Source: an optimization exercise on an open RTL-to-GDS flow (aim: small area and a short achievable clock period). Production flows keep margins and buffers that such runs may drop.
RTL that was checked went through simulation tests only; none was proved equivalent to the original.
Power and IR drop assume default switching activity.

==> branch maple <==
// shooter_top
module shooter_top (
	input  logic        CLK,
	input  logic        RESET,
	input  logic        game_tick,
	input  logic        weapon_switch,
	input  logic        fire,
	input  logic        rotate_cw,
	input  logic        rotate_ccw,
	output game_pkg::angle_t      ship_angle,
	output game_pkg::weapon_t     weapon,
	output logic        busy,
	output game_pkg::score_t      score,
	output game_pkg::bcd_digits_t score_digits,
	output logic [$clog2(8 + 1) - 1:0]  enemy_count,
	output logic [$clog2(32 + 1) - 1:0] bullet_count
);
	logic        spawn_en;
	logic        fire_step;
	logic        fire_en;
	logic        turn_en;
	logic        load_en;
	logic        load_last;
	logic        enemy_step;
	logic        sweep_en;
	logic        probe_valid;
	game_pkg::angle_t      probe_angle;
	game_pkg::dist_t       probe_dist;
	logic [3:0]  hit_damage;
	logic        hit;
	logic        kill;
	game_pkg::enemy_kind_t kill_kind;
	game_control u_control (
		.CLK(CLK), .RESET(RESET), .game_tick(game_tick),
		.weapon_switch(weapon_switch), .fire(fire),
		.rotate_cw(rotate_cw), .rotate_ccw(rotate_ccw),
  ...
export LEC_CHECK = 0
export ABC_AREA = 1
export CAP_MARGIN = 20
export CORE_MARGIN = 2
export CORE_UTILIZATION = 70
export CTS_CLUSTER_DIAMETER = 80
export CTS_CLUSTER_SIZE = 22
export SLEW_MARGIN = 20
create_clock -name core_clock -period 48.0 [get_ports {CLK}]
standard.sh (not shown) runs the stock make flow with config.mk's settings and CLKGATE_MAP_FILE= SYNTH_SCRIPT=/design/flow/synth_recipe.tcl, a recipe that flattens the netlist after the stock synthesis.
==> flow/flow/run.sh <==
#!/bin/bash
# Standard synthesis, then the standard layout with repair_timing asked for
# extra setup slack, so the resizer also works on the paths that set the
# achieved period (ports and the reset fan-out) instead of stopping at 48 ns.
set -euo pipefail
bash standard.sh synth > synth.log 2>&1
SETUP_SLACK_MARGIN=37.5 bash standard.sh > layout.log 2>&1
==> inputs of branch yarrow, as changes to branch maple <==
--- a/flow/design.v
+++ b/flow/design.v
@@ -89,19 +89,17 @@
 	output game_pkg::angle_t ship_angle,
 	output game_pkg::weapon_t weapon,
 	output logic   busy,
 	output logic   spawn_en,
 	output logic   fire_step,
 	output logic   fire_en,
 	output logic   enemy_step,
 	output logic   sweep_en,
-	output logic   turn_en,
-	output logic   load_en,
-	output logic   load_last
+	output logic   sweep_last
 );
 	localparam int BTN_CCW = 0;
 	localparam int BTN_CW  = 1;
 	localparam int BTN_FIRE = 2;
 	localparam int BTN_WPN = 3;
 	localparam int STEP_W = $clog2(35);
 	localparam logic [STEP_W - 1:0] STEP_SPAWN = 0;
 	localparam logic [STEP_W - 1:0] STEP_FIRE  = 1;
@@ -148,37 +146,36 @@
 	end
 	always_ff @(posedge CLK) begin
 		if (RESET)
 			fire_pending <= 1'b0;
 		else
 			fire_pending <= (fire_pending & ~fire_en) | btn_fall[BTN_FIRE];
 	end
 	always_ff @(posedge CLK) begin
-		if (RESET)
-			busy <= 1'b0;
-		else if (!busy)
-			busy <= game_tick;
-		else if (step == STEP_LAST)
+		if (RESET) begin
 			busy <= 1'b0;
-	end
-	always_ff @(posedge CLK) begin
-		if (!busy)
-			step <= STEP_SPAWN;
-		else
+			step <= '0;
+		end else if (!busy) begin
+			if (game_tick) begin
+				busy <= 1'b1;
+				step <= STEP_SPAWN;
+			end
+		end else begin
 			step <= step + 1'b1;
+			if (step == STEP_LAST)
+				busy <= 1'b0;
+		end
 	end
 	assign spawn_en   = busy & (step == STEP_SPAWN);
 	assign fire_step  = busy & (step == STEP_FIRE);
 	assign fire_en    = fire_step & fire_pending;
 	assign enemy_step = busy & (step == STEP_ENEMY);
 	assign sweep_en   = busy & (step >= STEP_SWEEP);
-	assign turn_en    = busy & (step >= STEP_ENEMY);
-	assign load_en    = turn_en & (step != STEP_LAST);
-	assign load_last  = busy & (step == STEP_LAST - 1'b1);
+	assign sweep_last = (step == STEP_LAST);
 endmodule
 `default_nettype wire
 `timescale 1ns/100ps
 `default_nettype none
 module enemy_table (
 	input  logic        CLK,
 	input  logic        RESET,
 	input  logic        game_tick,
@@ -204,17 +201,16 @@
 	game_pkg::dist_t             slot_dist   [N];
 	logic [3:0]        slot_health [N];
 	logic [N - 1:0]    spawn_sel;                    
 	logic [N - 1:0]    match;
 	logic [N - 1:0]    hit_sel;                      
 	logic [N - 1:0]    expired;
 	logic [3:0]        cur_health;
 	logic [3:0]        left_health;
-	logic [3:0]        health_bus;
 	logic [$clog2(N + 1) - 1:0] next_count;
 	function automatic logic le8(logic [7:0] a, logic [7:0] b);
 		logic gt;
 		gt = 1'b0;
 		for (int i = 0; i < 8; i++)
 			gt = (a[i] & ~b[i]) | (~(a[i] ^ b[i]) & gt);
 		le8 = ~gt;
 	endfunction
@@ -232,23 +228,17 @@
 		seen_free = 1'b0;
 		seen_hit  = 1'b0;
 		for (int i = 0; i < N; i++) begin
 			match[i]     = active[i] && slot_angle[i] == probe_angle && le8(slot_dist[i], probe_dist);
 			spawn_sel[i] = spawn_en && !active[i] && !seen_free;
 			hit_sel[i]   = match[i] && !seen_hit;
 			seen_free    = seen_free | !active[i];
 			seen_hit     = seen_hit | match[i];
-			case (slot_kind[i])
-				3'd0:    expired[i] = slot_dist[i] == 8'd12;
-				3'd1:    expired[i] = slot_dist[i] == 8'd4;
-				3'd2:    expired[i] = slot_dist[i] == 8'd5;
-				3'd3:    expired[i] = slot_dist[i] == 8'd40;
-				default: expired[i] = slot_dist[i] == 8'd45;
-			endcase
+			expired[i]   = slot_dist[i] < game_pkg::enemy_expiry(slot_kind[i]);
 		end
 	end
 	always_comb begin
 		cur_health = '0;
 		kill_kind  = game_pkg::enemy_kind_t'(3'd0);
 		for (int i = 0; i < N; i++) begin
 			cur_health = cur_health | (slot_health[i] & {4{hit_sel[i]}});
 			kill_kind  = game_pkg::enemy_kind_t'(kill_kind | (slot_kind[i] & {3{hit_sel[i]}}));
@@ -263,28 +253,29 @@
 				(active[i] & !(enemy_step & expired[i]) & !(kill & hit_sel[i]));
 	end
 	always_ff @(posedge CLK) begin
 		if (RESET)
 			active <= '0;
 		else
 			active <= next_active;
 	end
-	assign health_bus = spawn_en ? game_pkg::enemy_health(spawn_kind) : left_health;
 	always_ff @(posedge CLK) begin
 		for (int i = 0; i < N; i++) begin
 			if (spawn_sel[i]) begin
-				slot_kind[i]  <= spawn_kind;
-				slot_angle[i] <= lfsr[3:0];
+				slot_kind[i]   <= spawn_kind;
+				slot_angle[i]  <= lfsr[3:0];
+				slot_health[i] <= game_pkg::enemy_health(spawn_kind);
+			end else if (hit && !kill && hit_sel[i]) begin
+				slot_health[i] <= left_health;
 			end
-			if (spawn_sel[i] || (hit && !kill && hit_sel[i]))
-				slot_health[i] <= health_bus;
-			if (spawn_sel[i] || enemy_step)
-				slot_dist[i] <= spawn_en ? game_pkg::dist_t'(240)
-					: slot_dist[i] - game_pkg::enemy_speed(slot_kind[i]);
+			if (spawn_sel[i])
+				slot_dist[i] <= game_pkg::dist_t'(240);
+			else if (enemy_step)
+				slot_dist[i] <= slot_dist[i] - game_pkg::enemy_speed(slot_kind[i]);
 		end
 	end
 	always_comb begin
 		next_count = '0;
 		for (int i = 0; i < N; i++)
 			next_count = next_count + ($bits(next_count))'(next_active[i]);
 	end
 	always_ff @(posedge CLK) begin
@@ -299,20 +290,18 @@
 `default_nettype none
 module bullet_table (
 	input  logic       CLK,
 	input  logic       RESET,
 	input  logic       fire_step,                     
 	input  logic       fire_en,                       
 	input  game_pkg::weapon_t    weapon,
 	input  game_pkg::angle_t     ship_angle,
-	input  logic       turn_en,                       
-	input  logic       load_en,                       
-	input  logic       load_last,                     
-	input  logic       sweep_en,                      
+	input  logic       sweep_en,
+	input  logic       sweep_last,
 	input  logic       hit,                           
 	output logic       probe_valid,
 	output game_pkg::angle_t     probe_angle,
 	output game_pkg::dist_t      probe_dist,                    
 	output logic [3:0] hit_damage,
 	output logic [$clog2(32 + 1) - 1:0] bullet_count
 );
 	localparam int N = 32;
@@ -323,113 +312,95 @@
 	logic       stale;                                
 	logic [2:0] queued;                               
 	logic [2:0] fan_pos;
 	game_pkg::angle_t  fan_angle;
 	game_pkg::weapon_t fan_wpn;
 	logic [2:0] fan_n;
 	logic [CW - 1:0] free_slots;
 	logic [2:0] placed;
-	logic       in_active;
-	logic       insert;
-	logic       new_active;
-	logic [1:0] new_wpn;
-	logic [5:0] new_moves;
-	logic [5:0] new_next;
-	logic       new_spent;                            
-	game_pkg::dist_t  new_dist;
-	game_pkg::angle_t new_angle;
 	logic       head_active;
-	logic       head_live;                            
-	logic [1:0] head_wpn;
-	logic [5:0] head_next;
-	game_pkg::angle_t head_angle;
-	game_pkg::dist_t  head_dist;
+	logic       insert;
+	logic       cur_active;
+	logic [1:0] cur_wpn;
+	logic [5:0] cur_moves;
+	logic [5:0] next_moves;
+	logic       spent;                                
 	logic [1:0] wb_wpn;
 	function automatic game_pkg::angle_t fan_offset(logic [2:0] pos);
 		case (pos)
 			3'd0:    fan_offset = 4'd2;
 			3'd1:    fan_offset = 4'd14;                        
 			3'd2:    fan_offset = 4'd1;
 			3'd3:    fan_offset = 4'd15;                        
 			default: fan_offset = 4'd0;
 		endcase
 	endfunction
 	assign fan_n      = game_pkg::fan_size(weapon);
 	assign free_slots = CW'(N) - bullet_count;
 	assign placed     = (free_slots >= CW'(fan_n)) ? fan_n : free_slots[2:0];
-	assign in_active  = !stale && ring_wpn[0] != 2'd3;
-	assign insert     = !in_active && queued != 3'd0;
-	assign new_active = in_active | insert;
-	assign new_wpn    = insert ? fan_wpn : ring_wpn[0];
-	assign new_moves  = insert ? 6'd0 : ring_moves[0];
-	assign new_next   = new_moves + 6'd1;
-	assign new_angle  = insert ? game_pkg::angle_t'(fan_angle + fan_offset(fan_pos)) : ring_angle[0];
+	assign head_active = !stale && ring_wpn[0] != 2'd3;
+	assign insert      = !head_active && queued != 3'd0;
+	assign cur_active  = head_active | insert;
+	assign cur_wpn     = insert ? fan_wpn : ring_wpn[0];
+	assign cur_moves   = insert ? 6'd0 : ring_moves[0];
+	assign next_moves  = cur_moves + 6'd1;
+	assign probe_angle = insert ? game_pkg::angle_t'(fan_angle + fan_offset(fan_pos)) : ring_angle[0];
 	always_comb begin
-		case (new_wpn)
-			2'd0:    new_spent = new_moves >= 6'd35;      
-			2'd1:    new_spent = new_moves >= 6'd48;      
-			default: new_spent = new_moves >= 6'd60;      
+		case (cur_wpn)
+			2'd0:    spent = cur_moves >= 6'd35;          
+			2'd1:    spent = cur_moves >= 6'd48;          
+			default: spent = cur_moves >= 6'd60;          
 		endcase
 	end
 	always_comb begin
-		case (new_wpn)
-			2'd0:    new_dist = {new_next, 3'b000} - {2'b00, new_next};
-			2'd1:    new_dist = {new_next, 2'b00} + {2'b00, new_next};
-			default: new_dist = {new_next, 2'b00};
+		case (cur_wpn)
+			2'd0:    probe_dist = {next_moves, 3'b000} - {2'b00, next_moves};
+			2'd1:    probe_dist = {next_moves, 2'b00} + {2'b00, next_moves};
+			default: probe_dist = {next_moves, 2'b00};
 		endcase
 	end
+	assign probe_valid = sweep_en & cur_active & !spent;
+	assign hit_damage  = game_pkg::bullet_damage(game_pkg::weapon_t'(cur_wpn));
+	assign wb_wpn      = (probe_valid && !hit) ? cur_wpn : 2'd3;
 	always_ff @(posedge CLK) begin
-		head_active <= new_active;
-		head_live   <= new_active & !new_spent;
-		head_wpn    <= new_wpn;
-		head_next   <= new_next;
-		head_angle  <= new_angle;
-		head_dist   <= new_dist;
-	end
-	assign probe_valid = sweep_en & head_live;
-	assign probe_angle = head_angle;
-	assign probe_dist  = head_dist;
-	assign hit_damage  = game_pkg::bullet_damage(game_pkg::weapon_t'(head_wpn));
-	assign wb_wpn      = (probe_valid && !hit) ? head_wpn : 2'd3;
-	always_ff @(posedge CLK) begin
-		if (turn_en) begin
+		if (sweep_en) begin
 			for (int i = 0; i < N - 1; i++) begin
 				ring_angle[i] <= ring_angle[i + 1];
 				ring_wpn[i]   <= ring_wpn[i + 1];
 				ring_moves[i] <= ring_moves[i + 1];
 			end
-			ring_angle[N - 1] <= head_angle;
+			ring_angle[N - 1] <= probe_angle;
 			ring_wpn[N - 1]   <= wb_wpn;
-			ring_moves[N - 1] <= head_next;
+			ring_moves[N - 1] <= next_moves;
 		end
 	end
 	always_ff @(posedge CLK) begin
 		if (RESET)
 			stale <= 1'b1;
-		else if (load_last)
+		else if (sweep_en && sweep_last)
 			stale <= 1'b0;
 	end
 	always_ff @(posedge CLK) begin
 		if (fire_step) begin
 			queued    <= fire_en ? placed : 3'd0;
 			fan_pos   <= 3'd5 - fan_n;
 			fan_angle <= ship_angle;
 			fan_wpn   <= weapon;
-		end else if (load_en && insert) begin
+		end else if (sweep_en && insert) begin
 			queued  <= queued - 3'd1;
 			fan_pos <= fan_pos + 3'd1;
 		end
 	end
 	always_ff @(posedge CLK) begin
 		if (RESET)
 			bullet_count <= '0;
 		else if (fire_en)
 			bullet_count <= bullet_count + CW'(placed);
-		else if (sweep_en && head_active && (!probe_valid || hit))
+		else if (sweep_en && cur_active && (!probe_valid || hit))
 			bullet_count <= bullet_count - 1'b1;
 	end
 endmodule
 `default_nettype wire
 `timescale 1ns/100ps
 `default_nettype none
 module score_counter (
 	input  logic        CLK,
@@ -486,48 +457,45 @@
 	output game_pkg::score_t      score,
 	output game_pkg::bcd_digits_t score_digits,
 	output logic [$clog2(8 + 1) - 1:0]  enemy_count,
 	output logic [$clog2(32 + 1) - 1:0] bullet_count
 );
 	logic        spawn_en;
 	logic        fire_step;
 	logic        fire_en;
-	logic        turn_en;
-	logic        load_en;
-	logic        load_last;
+	logic        sweep_last;
 	logic        enemy_step;
 	logic        sweep_en;
 	logic        probe_valid;
 	game_pkg::angle_t      probe_angle;
 	game_pkg::dist_t       probe_dist;
 	logic [3:0]  hit_damage;
 	logic        hit;
 	logic        kill;
 	game_pkg::enemy_kind_t kill_kind;
 	game_control u_control (
 		.CLK(CLK), .RESET(RESET), .game_tick(game_tick),
 		.weapon_switch(weapon_switch), .fire(fire),
 		.rotate_cw(rotate_cw), .rotate_ccw(rotate_ccw),
 		.ship_angle(ship_angle), .weapon(weapon), .busy(busy),
 		.spawn_en(spawn_en), .fire_step(fire_step), .fire_en(fire_en),
-		.enemy_step(enemy_step), .sweep_en(sweep_en), .turn_en(turn_en),
-		.load_en(load_en), .load_last(load_last)
+		.enemy_step(enemy_step), .sweep_en(sweep_en), .sweep_last(sweep_last)
 	);
 	enemy_table u_enemies (
 		.CLK(CLK), .RESET(RESET), .game_tick(game_tick),
 		.spawn_en(spawn_en), .enemy_step(enemy_step),
 		.probe_valid(probe_valid), .probe_angle(probe_angle),
 		.probe_dist(probe_dist), .hit_damage(hit_damage),
 		.hit(hit), .kill(kill), .kill_kind(kill_kind), .enemy_count(enemy_count)
 	);
 	bullet_table u_bullets (
 		.CLK(CLK), .RESET(RESET), .fire_step(fire_step), .fire_en(fire_en),
 		.weapon(weapon), .ship_angle(ship_angle), .sweep_en(sweep_en),
-		.turn_en(turn_en), .load_en(load_en), .load_last(load_last),
+		.sweep_last(sweep_last),
 		.hit(hit), .probe_valid(probe_valid), .probe_angle(probe_angle),
 		.probe_dist(probe_dist), .hit_damage(hit_damage), .bullet_count(bullet_count)
 	);
 	score_counter u_score (
 		.CLK(CLK), .RESET(RESET), .kill(kill), .kill_kind(kill_kind),
 		.score(score), .score_digits(score_digits)
 	);
 endmodule
==> flow/run.sh (new file) <==
#!/bin/bash
# synth_recipe.tcl (not shown) runs the flow's synth.tcl, then flattens the netlist and writes it again
# the make line also repeats each setting of config.mk as NAME=value (left out here)
make -C /OpenROAD-flow-scripts/flow DESIGN_CONFIG=/design/flow/config.mk WORK_HOME=/design/flow/orfs CLKGATE_MAP_FILE= SYNTH_SCRIPT=/design/flow/synth_recipe.tcl finish
Settings changed: CORE_UTILIZATION 70 to 60, CTS_CLUSTER_DIAMETER 80 to unset, CTS_CLUSTER_SIZE 22 to unset.
removed: flow/flow/run.sh
removed: flow/standard.sh
==> inputs of branch amber, as changes to branch maple <==
==> flow/run.sh (new file) <==
#!/bin/bash
# synth_recipe.tcl (not shown) runs the flow's synth.tcl, then flattens the netlist and writes it again
# the make line also repeats each setting of config.mk as NAME=value (left out here)
make -C /OpenROAD-flow-scripts/flow DESIGN_CONFIG=/design/flow/config.mk WORK_HOME=/design/flow/orfs CLKGATE_MAP_FILE= SYNTH_SCRIPT=/design/flow/synth_recipe.tcl finish
removed: flow/flow/run.sh
removed: flow/standard.sh
==> comparison table <==
| quantity | branch maple | branch amber | branch yarrow |
|---|---|---|---|
| Critical path start-end classification | reg -> out | reg -> out | in -> reg |
| Final Util | 78.8% | 77.4% | 67.8% |
| M1 wire length | 24.9 mm | 24.6 mm | 26.1 mm |
| Worst stage delay on the critical path | 370 ps | 620 ps | 1040 ps |
| Power after layout | 1.09 mW | 1.09 mW | 1.28 mW |
| Post-detailed-placement half-perimeter wirelength | 37.6 mm | 37.6 mm | 36.4 mm |
| First DRT Iteration DRCs | 2251 | 2058 | 1605 |
| Smallest setup slack after layout | 37330 ps | 36700 ps | 36570 ps |
| Data arrival time of the critical path | 1070 ps | 1710 ps | 11890 ps |
| Non-clock buffering overhead in the final layout | 3.69% | 2.30% | 2.40% |
| Area of the multi-input gates | 8140 sq um | 8140 sq um | 8810 sq um |
| Critical path peak fanout | 4 | 10 | 60 |
| Highest routed metal layer | met4 | met5 | met4 |
| Proportion of cell area spent on the clock network | 3.84% | 3.91% | 6.52% |
| Via density per instance | 5.91 | 5.86 | 5.53 |
| EDFF count, synth | 548 | 548 | 484 |
| Aggregate global-route resource usage | 29.8% | 29.2% | 24.3% |
| Share of synthesized area occupied by flip-flops and latches | 66.2% | 66.2% | 63.6% |
| Count of sequential standard cells | 668 | 668 | 646 |
| Result of the run | timing/DRC/antenna clean | timing/DRC/antenna clean | timing/DRC/antenna clean |
| Crit path required time | 38400 ps | 38400 ps | 48460 ps |
| Final worst clock skew | 17.5 ps | 16.0 ps | 15.4 ps |
| Seq power | 0.662 mW | 0.662 mW | 0.647 mW |
| CTS resizes | 348 | 0 | 0 |
| Routed vias | 18300 | 17800 | 17700 |
| Worst slack at placement | 36690 ps | 36690 ps | 36380 ps |
| Met1 usage | 39.9% | 39.4% | 34.0% |
For branch yarrow, only the layout was checked, not whether the RTL still works.

[port drivers added, routing unchanged]
No port has a modelled driver above. Below, the same layouts with a new extraction and two added sets of constraints.
Step 1 sets driving cells, clkbuf_16 on the clock port and buf_2 on the other inputs (assumed; they add their load-dependent delay and slew).
Step 2 times the ports against the registers' clock, not the clock port: input delays grow and output delays shrink by t, the midpoint of the rising clock arrivals with the driver on.
a / b / c = ideal ports / drivers / drivers and shift; a / b = the first two.
| run | shift t [ns] | setup WS [ns] | cell pins on the clock port's net |
|---|---|---|---|
| branch maple | 0.637 | 37.327 / 37.266 / 37.031 | 1 |
| branch yarrow | 0.647 | 36.574 / 36.612 / 35.965 | 1 |
| branch amber | 0.635 | 36.695 / 36.636 / 36.702 | 1 |
After both steps every run listed still meets setup and hold. The setup slack of branch yarrow, which loses most, moves by +0.038 ns with the drivers and by -0.609 ns with both steps.
